This is an optimization exercise on Yosys and OpenROAD, whose aim is small area, a short achievable clock period and few clock cycles, not a production implementation.
Function was not checked in any run shown here: the RTL went through the layout flow alone.
The flow treats the clock pin as an ideal source, which a real chip does not have.
Power is estimated from default activity; no workload was simulated.

**flow/config.mk**
```make
export PLATFORM = sky130hd
export DESIGN_NAME = round_robin_thread_scheduler
export DESIGN_NICKNAME = round_robin_thread_scheduler
export VERILOG_FILES = /design/flow/design.v
export SDC_FILE = /design/flow/constraint.sdc
export NUM_CORES = 8
export LEC_CHECK = 0
export CAP_MARGIN = 20
export CORE_MARGIN = 2
export CORE_UTILIZATION = 60
export PLACE_DENSITY = 0.7
export SLEW_MARGIN = 20
export TNS_END_PERCENT = 0
```
**flow/constraint.sdc**
```tcl
create_clock -name core_clock -period 12.0 [get_ports {clk_i}]
set_input_delay 2.4000 -clock core_clock [delete_from_list [all_inputs] [get_ports {clk_i}]]
set_output_delay 2.4000 -clock core_clock [all_outputs]
set_load 0.01 [all_outputs]
```
**flow/design.v**
```verilog
`default_nettype none
package rrts_pkg;
  typedef enum logic [2:0] {
    MODE_TICK   = 3'd0,
    MODE_SPAWN  = 3'd1,
    MODE_TERM   = 3'd2,
    MODE_BLOCK  = 3'd3,
    MODE_RESUME = 3'd4,
    MODE_SLEEP  = 3'd5,
    MODE_QUERY  = 3'd6,
    MODE_NOP    = 3'd7
  } mode_e;
  typedef enum logic [1:0] {
    STAT_OK       = 2'd0,
    STAT_NO_FREE  = 2'd1,
    STAT_NO_THR   = 2'd2,
    STAT_MAIN_SLP = 2'd3
  } status_e;
  typedef enum logic [1:0] {
    RS_READY   = 2'd0,
    RS_RUNNING = 2'd1,
    RS_BLOCKED = 2'd2
  } run_state_e;
  localparam logic [31:0] QuantaMax = 32'hFFFF_FFFF;
endpackage
`default_nettype wire
`default_nettype none
module rrts_sat_inc
(
  input  wire logic [31:0] a_i,
  output logic      [31:0] inc_o
);
  assign inc_o = (a_i == rrts_pkg::QuantaMax) ? a_i : a_i + 32'd1;
endmodule
`default_nettype wire
`default_nettype none
module round_robin_thread_scheduler
#(
  parameter int MAX_THREADS = 16
) (
  input  wire logic        clk_i,
  input  wire logic        rst_ni,
  input  wire logic        in_valid_i,
  output logic             in_stall_o,
  input  wire logic [2:0]  mode_i,
  input  wire logic [3:0]  thread_id_i,
  input  wire logic [15:0] sleep_quanta_i,
  output logic             out_valid_o,
  input  wire logic        out_stall_i,
  output logic [1:0]       status_o,
  output logic [31:0]      result_value_o,
  output logic [3:0]       running_thread_o,
  output logic             running_valid_o,
  output logic [31:0]      total_quanta_o
);
  localparam int N = 16;
  logic [N-1:0]  used_q, rdy_q, held_q, slp_q;
  logic [31:0]   ptq_q [N];
  logic [15:0]   dl_q  [N];
  logic [N*N-1:0] ob_q;
  logic [3:0]    cur_q;
  logic          curv_q;
  logic [31:0]   gq_q;
  logic          ov_q;
  logic [1:0]    st_q;
  logic [31:0]   val_q;
  logic          stall_q;
  logic          sw_q, pop_q, rq_q;
  logic          spawn_q, term_q, blk_q, res_q, slpc_q;
  logic [3:0]    tgt_q;
  assign in_stall_o = stall_q;
  logic accept;
  assign accept = in_valid_i & ~in_stall_o;
  function automatic logic older(input logic [N*N-1:0] m, input int i, input int j);
    older = (i < j) ? m[i*N+j] : ~m[j*N+i];
  endfunction
  logic [N-1:0] head_oh;
  always_comb begin
    for (int i = 0; i < N; i++) begin
      head_oh[i] = rdy_q[i];
      for (int j = 0; j < N; j++)
        if (j != i) head_oh[i] = head_oh[i] & (~rdy_q[j] | older(ob_q, i, j));
    end
  end
  logic [3:0] head;
  always_comb begin
    head = '0;
    for (int i = 0; i < N; i++) if (head_oh[i]) head = head | 4'(i);
  end
  logic qne;
  assign qne = |rdy_q;
  logic [3:0] fid;
  logic       anyfree;
  always_comb begin
    fid = '0;
    for (int i = N-1; i >= 0; i--) if (!used_q[i]) fid = 4'(i);
  end
  assign anyfree = ~&used_q;
  logic [N-1:0] rsel_q, rsel_d, tid_oh, msel;
  logic [31:0]  rdat, rdq_q, rinc, qval;
  logic         pend_q, fwd;
  always_comb begin
    for (int i = 0; i < N; i++) tid_oh[i] = thread_id_i == 4'(i);
  end
  assign fwd  = pend_q & |(tid_oh & rsel_q);
  assign msel = in_stall_o ? rsel_q : (tid_oh & ~({N{pend_q}} & rsel_q));
  always_comb begin
    rdat = '0;
    for (int i = 0; i < N; i++) rdat = rdat | (ptq_q[i] & {32{msel[i]}});
  end
  always_ff @(posedge clk_i) rdq_q <= rdat;
  rrts_sat_inc u_inc (.a_i(rdq_q), .inc_o(rinc));
  assign qval = rdat | (rinc & {32{fwd}});
  logic [31:0] gq_inc;
  rrts_sat_inc u_ginc (.a_i(gq_q), .inc_o(gq_inc));
  logic is_tick, is_spawn, is_term, is_blk, is_res, is_slp, is_qry;
  assign is_tick  = mode_i == rrts_pkg::MODE_TICK;
  assign is_spawn = mode_i == rrts_pkg::MODE_SPAWN;
  assign is_term  = mode_i == rrts_pkg::MODE_TERM;
  assign is_blk   = mode_i == rrts_pkg::MODE_BLOCK;
  assign is_res   = mode_i == rrts_pkg::MODE_RESUME;
  assign is_slp   = mode_i == rrts_pkg::MODE_SLEEP;
  assign is_qry   = mode_i == rrts_pkg::MODE_QUERY;
  logic usedt, runt, slp_ok, swx, sw;
  assign usedt  = |(used_q & tid_oh);
  assign runt   = curv_q & (cur_q == thread_id_i);
  assign slp_ok = curv_q & (cur_q != 4'd0);
  assign swx    = ((is_term | is_blk) & runt) | (is_slp & slp_ok);
  assign sw     = is_tick | swx;
  logic [1:0] st_d;
  always_comb begin
    st_d = rrts_pkg::STAT_OK;
    if (is_spawn && !anyfree) st_d = rrts_pkg::STAT_NO_FREE;
    if ((is_term || is_blk || is_res || is_qry) && !usedt) st_d = rrts_pkg::STAT_NO_THR;
    if (is_slp && !curv_q) st_d = rrts_pkg::STAT_NO_THR;
    if (is_slp && curv_q && cur_q == 4'd0) st_d = rrts_pkg::STAT_MAIN_SLP;
  end
  logic [3:0] cur_d;
  logic       curv_d;
  always_comb begin
    cur_d  = cur_q;
    curv_d = curv_q;
    if (is_tick) begin
      if (qne) begin
        cur_d  = head;
        curv_d = 1'b1;
      end
    end else if (swx) begin
      cur_d  = qne ? head : 4'd0;
      curv_d = qne;
    end
  end
  always_comb begin
    rsel_d = '0;
    if ((is_tick || swx) && qne) rsel_d = head_oh;
    else if (!swx && curv_q) rsel_d[cur_q] = 1'b1;
  end
  logic [15:0] qm2_q;
  logic        fwq_q;
  always_ff @(posedge clk_i) begin
    qm2_q <= sleep_quanta_i - 16'd2;
    fwq_q <= (sleep_quanta_i[15:1] == 15'd0) | (&gq_q[31:1]);
  end
  logic [N-1:0] dhit_q;
  always_ff @(posedge clk_i) begin
    dhit_q[0] <= 1'b0;
    for (int i = 1; i < N; i++) dhit_q[i] <= dl_q[i] == gq_q[15:0];
  end
  always_ff @(posedge clk_i or negedge rst_ni) begin
    if (!rst_ni) begin
      ov_q   <= 1'b0;
      stall_q <= 1'b0;
      cur_q  <= 4'd0;
      curv_q <= 1'b1;
      rsel_q <= N'(1);
      gq_q   <= 32'd1;
    end else begin
      stall_q <= accept | (ov_q & out_stall_i);
      if (ov_q && !out_stall_i) ov_q <= 1'b0;
      if (accept) begin
        ov_q   <= 1'b1;
        cur_q  <= cur_d;
        curv_q <= curv_d;
        rsel_q <= rsel_d;
        if (sw) gq_q <= gq_inc;
      end
    end
  end
  always_ff @(posedge clk_i) begin
    if (accept) begin
      st_q  <= st_d;
      if (is_qry && usedt) val_q <= qval;
      else val_q <= (is_spawn && anyfree) ? 32'(fid) : 32'd0;
    end
  end
  always_ff @(posedge clk_i) begin
    sw_q    <= accept & sw;
    pop_q   <= accept & sw & qne;
    rq_q    <= accept & is_tick & curv_q & qne;
    spawn_q <= accept & is_spawn & anyfree;
    term_q  <= accept & is_term & usedt;
    blk_q   <= accept & is_blk & usedt;
    res_q   <= accept & is_res & usedt;
    slpc_q  <= accept & is_slp & slp_ok;
    tgt_q   <= is_spawn ? fid : ((is_tick | is_slp) ? cur_q : thread_id_i);
  end
  logic        fw, dsat;
  logic [16:0] dsum;
  logic [15:0] dl_d;
  assign dsum = {1'b0, gq_q[15:0]} + {1'b0, qm2_q};
  assign dsat = (dsum[16] | (&dsum[15:0])) & (&gq_q[31:16]);
  assign dl_d = dsat ? 16'hFFFE : dsum[15:0];
  assign fw   = slpc_q & fwq_q;
  always_ff @(posedge clk_i) begin
    for (int i = 1; i < N; i++)
      if (slpc_q && tgt_q == 4'(i)) dl_q[i] <= dl_d;
  end
  logic [N-1:0] tsel, wake, push, rqsel;
  always_comb begin
    for (int i = 0; i < N; i++) begin
      tsel[i]  = tgt_q == 4'(i);
      rqsel[i] = rq_q & tsel[i];
      if (i == 0) wake[i] = 1'b0;
      else wake[i] = sw_q & used_q[i] & slp_q[i] & dhit_q[i];
      push[i] = rqsel[i] | (wake[i] & ~held_q[i]) | ((fw | spawn_q) & tsel[i])
              | (res_q & tsel[i] & used_q[i] & ~rdy_q[i] & ~slp_q[i]
                 & ~(curv_q & cur_q == 4'(i)));
    end
  end
  always_ff @(posedge clk_i or negedge rst_ni) begin
    if (!rst_ni) begin
      used_q <= N'(1);
      rdy_q  <= '0;
      held_q <= '0;
      slp_q  <= '0;
    end else begin
      for (int i = 0; i < N; i++) begin
        if (tsel[i] && spawn_q) begin
          used_q[i] <= 1'b1;
          held_q[i] <= 1'b0;
          slp_q[i]  <= 1'b0;
        end
        if (tsel[i] && term_q) begin
          used_q[i] <= 1'b0;
          held_q[i] <= 1'b0;
          slp_q[i]  <= 1'b0;
        end
        if (tsel[i] && blk_q) held_q[i] <= 1'b1;
        if (tsel[i] && res_q) held_q[i] <= 1'b0;
        if (i != 0 && tsel[i] && slpc_q && !fw) slp_q[i] <= 1'b1;
        if (wake[i]) slp_q[i] <= 1'b0;
        if ((pop_q && cur_q == 4'(i)) || (tsel[i] && (term_q || blk_q))) rdy_q[i] <= 1'b0;
        if (push[i]) rdy_q[i] <= 1'b1;
      end
    end
  end
  always_ff @(posedge clk_i) begin
    for (int i = 0; i < N; i++)
      for (int j = i + 1; j < N; j++)
        if (push[i] || push[j]) ob_q[i*N+j] <= push[j] & ~(push[i] & rqsel[j]);
  end
  logic [31:0]  pwd;
  logic [N-1:0] pwe;
  assign pwd = rinc & {32{~spawn_q}};
  assign pwe = ({N{spawn_q}} & tsel) | ({N{pend_q}} & rsel_q);
  always_ff @(posedge clk_i or negedge rst_ni) begin
    if (!rst_ni) pend_q <= 1'b0;
    else pend_q <= sw_q;
  end
  always_ff @(posedge clk_i or negedge rst_ni) begin
    if (!rst_ni) ptq_q[0] <= 32'd1;
    else if (pwe[0]) ptq_q[0] <= pwd;
  end
  always_ff @(posedge clk_i) begin
    for (int i = 1; i < N; i++)
      if (pwe[i]) ptq_q[i] <= pwd;
  end
  assign out_valid_o      = ov_q;
  assign status_o         = st_q;
  assign result_value_o   = val_q;
  logic [3:0]  curo_q;
  logic        curvo_q;
  logic [31:0] gqo_q, gqo_inc;
  always_ff @(posedge clk_i) begin
    curo_q  <= accept ? cur_d : cur_q;
    curvo_q <= accept ? curv_d : curv_q;
  end
  rrts_sat_inc u_goinc (.a_i(gqo_q), .inc_o(gqo_inc));
  always_ff @(posedge clk_i or negedge rst_ni) begin
    if (!rst_ni) gqo_q <= 32'd1;
    else if (accept && sw) gqo_q <= gqo_inc;
  end
  assign running_thread_o = curo_q;
  assign running_valid_o  = curvo_q;
  assign total_quanta_o   = gqo_q;
endmodule
`default_nettype wire
```
**flow/flow/run.sh**
```bash
#!/bin/bash
# Standard layout with a tighter setup repair target (the clock stays at the design's period),
# a clock tree of fewer buffers and no dummy loads, port buffers sized up before clock tree
# synthesis, and cells stepped down in size after it wherever the worst slack allows.
cp standard.sh standard_copy.txt
export SETUP_SLACK_MARGIN=${SETUP_SLACK_MARGIN_OVERRIDE:-8.4}
export CTS_ARGS="-sink_clustering_enable -repair_clock_nets -dont_use_dummy_load -sink_clustering_size 22 -sink_clustering_max_diameter 100 -buf_list {sky130_fd_sc_hd__clkbuf_16}"
export PRE_CTS_TCL=$PWD/flow/iobuf.tcl
export POST_CTS_TCL=$PWD/flow/downsize.tcl
bash standard.sh > standard.log 2>&1
```
**flow/flow/downsize.tcl**
```tcl
estimate_parasitics -placement
# Area recovery: step each cell down to the next smaller drive of the same function while the
# worst setup slack stays at or above what it was, and no max slew / capacitance violation appears.
proc ds_smaller { master } {
  # sky130_fd_sc_hd__<func>_<n> -> list of smaller sizes of the same function, largest first
  if { ![regexp {^(sky130_fd_sc_hd__[a-z0-9]+)_([0-9]+)$} $master -> base n] } { return {} }
  set out {}
  foreach lc [get_lib_cells ${base}_*] {
    set name [get_name $lc]
    if { [regexp "^${base}_(\[0-9\]+)\$" $name -> m] && $m < $n } { lappend out [list $m $name] }
  }
  set out [lsort -integer -decreasing -index 0 $out]
  return [lmap x $out { lindex $x 1 }]
}
set ds_dont_use [list]
foreach p $::env(DONT_USE_CELLS) { foreach lc [get_lib_cells -quiet $p] { lappend ds_dont_use [get_name $lc] } }
proc ds_violations {} {
  return [expr { [sta::max_slew_violation_count] + [sta::max_capacitance_violation_count] }]
}
set ds_target [expr { [sta::worst_slack -max] - 0.001 }]
set ds_viol [ds_violations]
puts "downsize: start wns [sta::worst_slack -max] viol $ds_viol"
set insts {}
foreach inst [get_cells *] {
  set m [get_property $inst ref_name]
  if { [string match "*clkbuf*" $m] || [string match "*tap*" $m] || [string match "*fill*" $m] || [string match "*decap*" $m] } { continue }
  if { [regexp {_([0-9]+)$} $m -> n] && $n > 1 } { lappend insts $inst }
}
set changed 0
foreach inst $insts {
  set name [get_full_name $inst]
  set orig [get_property $inst ref_name]
  foreach cand [ds_smaller $orig] {
    if { [lsearch -exact $ds_dont_use $cand] >= 0 } { continue }
    set cur [get_property [get_cells $name] ref_name]
    replace_cell $name $cand
    if { [sta::worst_slack -max] < $ds_target || [ds_violations] > $ds_viol } {
      replace_cell $name $cur
      break
    }
    incr changed
  }
}
puts "downsize: end wns [sta::worst_slack -max] changes $changed"
```
**flow/flow/iobuf.tcl**
```tcl
# Size up the port buffers: the standard flow leaves slow delay cells or small buffers on the
# ports whose paths already meet the repair target.
proc iobuf_fix { inst } {
  set cell [get_property $inst ref_name]
  if { [string match "*dly*" $cell] || [string match "*__buf_1" $cell] || [string match "*__buf_2" $cell] } {
    puts "iobuf: [get_full_name $inst] $cell -> sky130_fd_sc_hd__buf_4"
    replace_cell [get_full_name $inst] sky130_fd_sc_hd__buf_4
  }
}
foreach port [all_outputs] {
  set net [get_nets -quiet [get_full_name $port]]
  if { $net == "" } { continue }
  foreach pin [get_pins -quiet -of_objects $net -filter "direction == output"] {
    iobuf_fix [get_cells -of_objects $pin]
  }
}
foreach port [all_inputs] {
  set name [get_full_name $port]
  if { $name == "clk_i" } { continue }
  set net [get_nets -quiet $name]
  if { $net == "" } { continue }
  foreach pin [get_pins -quiet -of_objects $net -filter "direction == input"] {
    iobuf_fix [get_cells -of_objects $pin]
  }
}
```
**flow/standard.sh**
```bash
#!/bin/bash
# synth_recipe.tcl (not shown) runs the flow's synth.tcl, then flattens the netlist and writes it again
# the make line also repeats each setting of config.mk as NAME=value (left out here)
make -C /OpenROAD-flow-scripts/flow DESIGN_CONFIG=/design/flow/config.mk WORK_HOME=/design/flow/orfs CLKGATE_MAP_FILE= SYNTH_SCRIPT=/design/flow/synth_recipe.tcl "${@:-finish}"
```
==> results of run 1 <==
## path summary, 6_finish.rpt
kind | start | endpoint | slack (ns)
hold reg to reg | ptq_q[5][31] | rdq_q[31] | 0.46
setup reg to reg | cur_q[1] | ob_q[27] | 7.99
min in group asynchronous | rst_ni | gqo_q[26] | 1.74
hold / removal | ptq_q[5][31] | rdq_q[31] | 0.46
max in group asynchronous | rst_ni | stall_q | 8.84
setup / recovery | cur_q[1] | ob_q[27] | 7.99
## cell type report
class / instances / share of cell area (%)
clock buffers: 58 / 2.77
inverters: 67 / 0.499
multi-input cells: 2208 / 28.5
flip-flops and latches: 1137 / 61.9
well taps: 1050 / 2.51
repair buffers: 276 / 3.73
## registers in the layout, summed over array words and instances (netlist names), 16 cells and up
name    count
rsel_q     16
gqo_q      32
used_q     16
qm2_q      16
gq_q       32
rdy_q      16
dl_q      240
val_q      32
rdq_q      32
ob_q      120
ptq_q     512
## power by group through the flow
| stage | combinational, mW | clock [mW] | sequential, mW |
|---|---|---|---|
| 6_report | 1.01 | 2.04 | 4.60 |
| 2_1_floorplan | 0.576 | 0 | 4.59 |
| 3_3_place_gp | 0.896 | 0 | 4.69 |
| 5_1_grt | 1.06 | 2.18 | 4.60 |
| 3_5_place_dp | 0.917 | 0 | 4.69 |
## cell usage in the layout (no fill, tap or decap), types with 27 or more instances in the layout
cell	count
a21oi_1	166
a221oi_1	61
a22o_1	92
a22oi_1	165
and3_1	58
buf_1	126
buf_2	28
buf_4	49
clkbuf_16	62
dfrtp_1	175
dfxtp_1	81
edfxtp_1	874
inv_1	60
nand2_1	333
nand3_1	89
nand4_1	130
nor2_1	126
nor2b_1	29
nor3_1	27
nor4_1	40
o21ai_0	110
o221ai_1	28
xnor2_1	302
xor2_1	58
## routing by layer
metal	wire, µm	up-vias	track usage (%)
li1	-	14000	-
met1	56700	16800	49.3
met2	74300	2328	60.5
met3	16100	458	6.75
met4	7510	6	15.5
met5	36	-	0
## worst max-delay path, delay by kind of cell (launching register included)
| kind | cells | cell delay (ns) |
|---|---|---|
| buf+inv | 3 | 1.81 |
| simple gates | 1 | 0.17 |
| compound gates | 3 | 0.75 |
| fa+ha+maj | 1 | 0.49 |
| flops | 1 | 0.53 |
## logic make-up (layout without fill, tap and decap cells)
| kind of cell | count (synthesis) | after routing |
|---|---|---|
| multiplexers | 14 | 14 |
| flip-flops | 1137 | 1137 |
| XOR/XNOR | 360 | 360 |
| AO/OA/AOI/OAI | 854 | 854 |
| AND/OR/NAND/NOR | 953 | 954 |
| buffers and inverters | 296 | 401 |
| adder cells (fa/ha/maj) | 26 | 26 |
==> flow_metrics.env, run 1 <==
export IMPL_outcome="no timing/DRC/antenna violations"
export IMPL_critPathArrivalTime_ns=4.42
export IMPL_grt_max_degree=68
export IMPL_io_buffers=99
export IMPL_fin_nets=3801
export IMPL_max_slew_margin_pct=16.2
export IMPL_cts_tree="done"
export IMPL_synth_simple_gate_area_share_pct=9.78
export IMPL_design_area_um2=52400
export IMPL_cp_max_fo=17
export IMPL_antenna_found_initial=3
export IMPL_rr_worst_depth=8
export IMPL_cts_sinks=1137
export IMPL_finalSetupViolCount=0
export IMPL_fin_crit_ns=4.01
export IMPL_synth_seq_cells=1137
export IMPL_seqPwrFrac_pct=60.1
export IMPL_muxShareOfSynthArea_pct=0.328
export IMPL_hpwlAfterDp_mm=88.5
export IMPL_synth_cell_types=86
export IMPL_slowest_stage="buf_1"
export IMPL_synthCells=3640
export IMPL_critPathKind="reg2reg"
export IMPL_die_w_um=287
export IMPL_grt_use_total_pct=37.0
export IMPL_syn_nets=3693
export IMPL_ir_worst_vdd_uv=176
export IMPL_cpMostUsedCell="inv_1"
export IMPL_num_antenna_cells=0
export IMPL_synth_top_family_by_area="compound AO/OA/AOI/OAI gates"
export IMPL_fin_util_pct=66.2
export IMPL_synth_compound_area_share_pct=12.8
export IMPL_p_switching_mw=2.04
export IMPL_boundaryPins=100
export IMPL_endpoint_kind="flop"
export IMPL_ant_nets=0
export IMPL_start_kind="flop"
export IMPL_placed_cell_area_um2=50200
export IMPL_gp_congestion=0.954
export IMPL_multiInputGateArea_um2=14900
export IMPL_final_max_slew_viol_count=0
export IMPL_yosys_top_cells_area="edfxtp_1, dfrtp_1, xnor2_1, dfxtp_1, nand2_1"
export IMPL_syn_to_final_growth_pct=8.88
export IMPL_post_route_period_util_pct=33.5
export IMPL_maxCapViolCount=0
export IMPL_hold_ws_ns=0.465
export IMPL_syn_area_per_cell_um2=13.2
export IMPL_drive_gt1_share_pct=8.14
export IMPL_dp_slack_ns=5.95
export IMPL_required_ns=12.41
export IMPL_clockPowerShare_pct=26.7
export IMPL_grt_overflow_total=0
export IMPL_synth_cell_area_um2=48100
export IMPL_yosys_area_top_type="edfxtp_1"
export IMPL_p_comb_share_pct=13.1
export IMPL_core_area_um2=79100
export IMPL_rows=103
export IMPL_synth_main_ff_cell="edfxtp_1"
export IMPL_clk_latency_ns=0.69
export IMPL_synth_most_common_cell="edfxtp_1"
export IMPL_synth_xor_area_share_pct=6.56
export IMPL_synth_edf_count=874
export IMPL_layout_setup_ws_ns=7.99
export IMPL_hold_viol=0
export IMPL_max_freq_mhz=249
export IMPL_initial_core_util_pct=60.8
export IMPL_synth_top_area_share_pct=54.6
export IMPL_n_fill_cell=5866
export IMPL_hold_depth=2
export IMPL_wl_per_cell_um=32.3
export IMPL_cp_cell_sequence="inv_1 -> ha_1 -> nand3_1 -> a41oi_1 -> o22a_1 -> buf_1 -> inv_1 -> a21oi_1"
export IMPL_clk_pin_slew_ns=0.10
export IMPL_swShare_pct=26.7
export IMPL_drt_total_wl_mm=155
export IMPL_fp_dieArea_um2=82400
export IMPL_rsz0062_at_grt="yes"
export IMPL_yosysSeqAreaShare_pct=67.4
export IMPL_grt_pass1_wl_mm=222
export IMPL_first_pass_iters=9
export IMPL_p_leak_nw=18.9
export IMPL_power_density_nw_per_um2=146
export IMPL_tns_ns=0
export IMPL_route_vias_total=33600
export IMPL_worst_hold_path_type="reg2reg"
export IMPL_worst_slew_pin_slew_ns=1.26
export IMPL_critPathMaxStageDelay_ns=0.91
export IMPL_first_global_vias=32700
export IMPL_netlist_top_cells_count="edfxtp_1, nand2_1, xnor2_1"
export IMPL_intPower_mw=5.60
export IMPL_viasPerCell=7.00
export IMPL_drc=0
export IMPL_stdcell_count=4796
export IMPL_die_h_um=287
export IMPL_report_power_total_mw=7.64
export IMPL_async_flop_share_pct=16.0
export IMPL_drt_iter0_drc=4821
export IMPL_dp_cells=4640
export IMPL_yosysWarnings=3
export IMPL_finalClockSkew_ns=0.117
export IMPL_seq_area_um2=32400
export IMPL_yosys_area_share_adder_pct=0.692
==> run 2, diff against run 1 <==
--- a/flow/design.v
+++ b/flow/design.v
@@ -125,7 +125,7 @@
   assign usedt  = |(used_q & tid_oh);
   assign runt   = curv_q & (cur_q == thread_id_i);
   assign slp_ok = curv_q & (cur_q != 4'd0);
-  assign swx    = ((is_term | is_blk) & runt) | (is_slp & slp_ok);
+  assign swx    = ((is_term | is_blk) & usedt & runt) | (is_slp & slp_ok);
   assign sw     = is_tick | swx;
   logic [1:0] st_d;
   always_comb begin
@@ -155,16 +155,17 @@
     if ((is_tick || swx) && qne) rsel_d = head_oh;
     else if (!swx && curv_q) rsel_d[cur_q] = 1'b1;
   end
-  logic [15:0] qm2_q;
-  logic        fwq_q;
-  always_ff @(posedge clk_i) begin
-    qm2_q <= sleep_quanta_i - 16'd2;
-    fwq_q <= (sleep_quanta_i[15:1] == 15'd0) | (&gq_q[31:1]);
+  logic [16:0] dsum_q;
+  logic        dovf_q, fwq_q;
+  always_ff @(posedge clk_i) begin
+    dsum_q <= {1'b0, gq_q[15:0]} + {1'b0, sleep_quanta_i};
+    dovf_q <= &gq_q[31:16];
+    fwq_q  <= (sleep_quanta_i[15:1] == 15'd0) | (&gq_q[31:1]);
   end
   logic [N-1:0] dhit_q;
   always_ff @(posedge clk_i) begin
     dhit_q[0] <= 1'b0;
-    for (int i = 1; i < N; i++) dhit_q[i] <= dl_q[i] == gq_q[15:0];
+    for (int i = 1; i < N; i++) dhit_q[i] <= dl_q[i] == gq_inc[15:0];
   end
   always_ff @(posedge clk_i or negedge rst_ni) begin
     if (!rst_ni) begin
@@ -204,12 +205,9 @@
     slpc_q  <= accept & is_slp & slp_ok;
     tgt_q   <= is_spawn ? fid : ((is_tick | is_slp) ? cur_q : thread_id_i);
   end
-  logic        fw, dsat;
-  logic [16:0] dsum;
+  logic        fw;
   logic [15:0] dl_d;
-  assign dsum = {1'b0, gq_q[15:0]} + {1'b0, qm2_q};
-  assign dsat = (dsum[16] | (&dsum[15:0])) & (&gq_q[31:16]);
-  assign dl_d = dsat ? 16'hFFFE : dsum[15:0];
+  assign dl_d = dsum_q[15:0] | {16{dsum_q[16] & dovf_q}};
   assign fw   = slpc_q & fwq_q;
   always_ff @(posedge clk_i) begin
     for (int i = 1; i < N; i++)
@@ -278,20 +276,8 @@
   assign out_valid_o      = ov_q;
   assign status_o         = st_q;
   assign result_value_o   = val_q;
-  logic [3:0]  curo_q;
-  logic        curvo_q;
-  logic [31:0] gqo_q, gqo_inc;
-  always_ff @(posedge clk_i) begin
-    curo_q  <= accept ? cur_d : cur_q;
-    curvo_q <= accept ? curv_d : curv_q;
-  end
-  rrts_sat_inc u_goinc (.a_i(gqo_q), .inc_o(gqo_inc));
-  always_ff @(posedge clk_i or negedge rst_ni) begin
-    if (!rst_ni) gqo_q <= 32'd1;
-    else if (accept && sw) gqo_q <= gqo_inc;
-  end
-  assign running_thread_o = curo_q;
-  assign running_valid_o  = curvo_q;
-  assign total_quanta_o   = gqo_q;
+  assign running_thread_o = cur_q;
+  assign running_valid_o  = curv_q;
+  assign total_quanta_o   = gq_q;
 endmodule
 `default_nettype wire
==> flow/flow/run.sh (replaced) <==
#!/bin/bash
# Standard layout with a tighter setup repair target (the clock stays at the design's period),
# a clock tree of smaller buffers, larger sink clusters and no dummy loads, and port buffers
# sized up before clock tree synthesis.
cp standard.sh standard_copy.txt
export SETUP_SLACK_MARGIN=${SETUP_SLACK_MARGIN_OVERRIDE:-8.4}
export CTS_ARGS="-sink_clustering_enable -repair_clock_nets -dont_use_dummy_load -sink_clustering_size 22 -sink_clustering_max_diameter 100 -buf_list {sky130_fd_sc_hd__clkbuf_16}"
export PRE_CTS_TCL=$PWD/flow/iobuf.tcl
bash standard.sh > standard.log 2>&1
--- a/flow/config.mk
+++ b/flow/config.mk
@@ -7,7 +7,6 @@
 export LEC_CHECK = 0
 export CAP_MARGIN = 20
 export CORE_MARGIN = 2
-export CORE_UTILIZATION = 60
-export PLACE_DENSITY = 0.7
+export CORE_UTILIZATION = 55
+export PLACE_DENSITY = 0.65
 export SLEW_MARGIN = 20
-export TNS_END_PERCENT = 0
removed: flow/flow/downsize.tcl
==> run 2 against run 1 <==
Clock-buffer cell count fell by 1. Final cell count is 8.3% higher. Clock skew is 0.021 ns lower. Still clean on timing, DRC and antenna. Global-route usage up 1.2 points. Synthesized area is 0.77% lower. Sequential share of layout area decreased by 6.5 points. Critical endpoint is now val_q[27].
==> flow_metrics.env, run 2 <==
export IMPL_slowest_stage="a32o_2"
export IMPL_async_flop_share_pct=13.6
export IMPL_fin_util_pct=66.0
export IMPL_required_ns=12.45
export IMPL_largest_register_ffs=512
export IMPL_die_h_um=299
export IMPL_initial_core_util_pct=55.3
export IMPL_start_kind="input pin"
export IMPL_hpwlAfterDp_mm=96.0
export IMPL_cts_tree="done"
export IMPL_drt_total_wl_mm=174
export IMPL_n_fill_cell=6192
export IMPL_endpoint_kind="flop"
export IMPL_synth_seq_cells=1102
export IMPL_drt_iter0_drc=5848
export IMPL_die_w_um=299
export IMPL_yosys_top_cells_area="edfxtp_1, dfrtp_1, dfxtp_1, xnor2_1, a22oi_1"
export IMPL_synth_top_area_share_pct=55.0
export IMPL_hold_viol=0
export IMPL_fin_nets=4090
export IMPL_cts_buffers=57
export IMPL_ir_worst_vdd_uv=183
export IMPL_p_leak_nw=21.0
export IMPL_layout_commonest_cell="edfxtp_1"
export IMPL_maxCapViolCount=0
export IMPL_wl_per_cell_um=33.6
export IMPL_io_buffers=99
export IMPL_viasPerCell=6.96
export IMPL_gp_congestion=0.948
export IMPL_fp_dieArea_um2=89100
export IMPL_cp_cell_sequence="buf_16 -> nor2b_4 -> buf_4 -> buf_6 -> a32o_2 -> buf_12 -> a22o_1 -> a221oi_2 -> and3_1 -> nand4_1 -> o21a_1"
export IMPL_first_global_vias=34600
export IMPL_syn_nets=3775
export IMPL_seq_area_um2=31600
export IMPL_cp_max_fo=8
export IMPL_design_area_um2=57000
export IMPL_path_delay_family="compound AO/OA/AOI/OAI gates"
export IMPL_post_route_period_util_pct=33.5
export IMPL_dr_max_layer_used="met4"
export IMPL_multiInputGateArea_um2=16600
export IMPL_rows=108
export IMPL_power_density_nw_per_um2=161
export IMPL_wl_met1_mm=67.1
export IMPL_syn_to_final_growth_pct=19.5
export IMPL_synthCells=3724
export IMPL_clk_pin_slew_ns=0.09
export IMPL_synth_edf_count=874
export IMPL_finalClockSkew_ns=0.0960
export IMPL_placed_cell_area_um2=50300
export IMPL_grt_max_degree=59
export IMPL_worst_path_buf_inv=4
export IMPL_drc=0
export IMPL_critPathMaxStageDelay_ns=0.32
export IMPL_top_register="ptq_q"
export IMPL_netlist_top_cells_count="edfxtp_1, nand2_1, clkbuf_1"
export IMPL_grt_overflow_total=0
export IMPL_outcome="no timing/DRC/antenna violations"
export IMPL_synth_most_common_cell="edfxtp_1"
export IMPL_grt_pass1_wl_mm=247
export IMPL_synth_cell_types=88
export IMPL_final_cell_mix="edfxtp_1, nand2_1, buf_4"
export IMPL_first_pass_iters=6
export IMPL_core_area_um2=86300
export IMPL_grt_use_total_pct=38.2
export IMPL_final_max_slew_viol_count=0
export IMPL_worst_hold_path_type="reg2reg"
export IMPL_critPathArrivalTime_ns=4.47
export IMPL_critPathKind="in2reg"
export IMPL_cts_sinks=1102
export IMPL_clk_latency_ns=0.69
export IMPL_tns_ns=0
export IMPL_ant_nets=0
export IMPL_dr_wl_met2_mm=76.4
export IMPL_yosys_area_top_type="edfxtp_1"
export IMPL_worst_slew_pin_slew_ns=1.25
export IMPL_synth_main_ff_cell="edfxtp_1"
export IMPL_route_vias_total=36200
export IMPL_max_freq_mhz=249
export IMPL_syn_area_per_cell_um2=12.8
export IMPL_finalSetupViolCount=0
export IMPL_antenna_found_initial=2
export IMPL_boundaryPins=100
export IMPL_fin_crit_ns=4.02
export IMPL_reg_top3="ptq_q x512, dl_q x240, ob_q x120"
export IMPL_yosysWarnings=3
export IMPL_max_slew_margin_pct=15.7
export IMPL_synth_cell_area_um2=47700
export IMPL_yosysSeqAreaShare_pct=66.1
export IMPL_drive_gt1_share_pct=21.7
export IMPL_route_met3_wl_mm=22.9
export IMPL_rsz0062_at_grt="yes"
run 2: worst reg2reg max path: stages (launching register included):
cell	delay [ns]
dfstp_4	0.66
buf_12	0.12
ha_4	0.21
nand4_1	0.20
nor4_4	0.44
a21boi_1	0.13
buf_4	0.21
xnor2_2	0.22
buf_6	0.18
buf_12	0.11
xor2_1	0.16
nand2_1	0.08
or4_4	0.53
nor4_2	0.24
run 2: metal layers:
metal / GRT usage [%] / vias up
li1: - / 14800
met1: 54.4 / 18200
met2: 57.0 / 2682
met3: 9.56 / 508
met4: 14.4 / 0
met5: 0 / -
run 2: final cells by class:
cell class / instances / share of cell area (%)
flip-flops and latches: 1102 / 55.4
inverters: 76 / 0.520
diodes: 3 / 0.0132
clock buffers: 57 / 2.50
well taps: 1155 / 2.54
repair buffers: 494 / 9.84
multi-input cells: 2308 / 29.1
run 2: what timing repair did:
| item | 4_1_cts | 5_1_grt |
|---|---|---|
| endpoints found under the hold margin | 0 | 0 |
| pin swaps | 187 | 130 |
| gates resized for setup | 402 | 126 |
| endpoints found under the setup margin | 324 | 331 |
| hold buffers | 0 | 0 |
| buffers inserted | 215 | 59 |
| gates cloned | 33 | 1 |
run 2: stage by stage:
stage	total power, mW	hold WS, ns	setup WS (ns)	cells
2_1_floorplan	5.85	0.394	7.49	3724
3_3_place_gp	6.55	0.465	5.84	4826
3_5_place_dp	6.60	0.471	5.75	4826
4_1_cts	8.93	0.491	8.05	5131
5_1_grt	9.38	0.513	7.98	5192
6_report	9.15	0.491	7.98	5195
run 2: where the power goes:
part	leakage [nW]	switching (mW)	internal, mW
registers	10.5	0.215	4.57
clock network	0.702	1.18	0.843
logic	9.75	1.49	0.850
total	21.0	2.89	6.26
run 2: cells by family (layout without fill, tap and decap cells):
kind of cell             after synthesis  in the layout  synth area share (%)
buffers and inverters                316            627                  2.56
multiplexers                          10             10                 0.249
XOR/XNOR                             322            322                  6.18
flip-flops                          1102           1102                  66.1
AO/OA/AOI/OAI                        908            908                  13.4
other                                  0              3                     0
AND/OR/NAND/NOR                     1042           1044                  10.8
adder cells (fa/ha/maj)               24             24                 0.645
run 2: path summary, 6_finish.rpt:
check	from	end	slack [ns]	cells past startpoint
setup / recovery	thread_id_i[2]	val_q[27]	7.98	11
min in group asynchronous	rst_ni	gq_q[4]	1.68	1
setup reg to reg	gq_q[0]	dhit_q[9]	8.42	13
hold reg to reg	ptq_q[0][1]	ptq_q[0][1]	0.49	2
hold / removal	ptq_q[0][1]	ptq_q[0][1]	0.49	2
max in group asynchronous	rst_ni	stall_q	8.65	3

## afterwards: timing with drivers on the ports
No port has a modelled driver above. Below, the same layouts with a new extraction and two added sets of constraints.
Step 1, drivers: a clkbuf_16 drives clk_i and a buf_2 each remaining input, both assumed.
Step 2 adds t to the input delays and takes it off the output delays; t is the mean of the earliest and latest rising clock arrival at the registers after step 1. Input paths then give back, and output paths get back, about the clock's delay inside the block.
Three values: ideal, step 1, step 2; two values: the first two.
run	t (ns)	setup slack, ns	worst setup path after step 2	worst register clock-pin slew, ns
run 1	0.707	7.985 / 7.979 / 7.272	input to register	0.10 / 0.10
run 2	0.710	7.984 / 7.786 / 7.076	input to register	0.11 / 0.11
After both steps setup and hold are still met in every run listed. For run 2, which loses most, drivers alone change the setup slack by -0.198 ns; drivers and shift together by -0.908 ns.
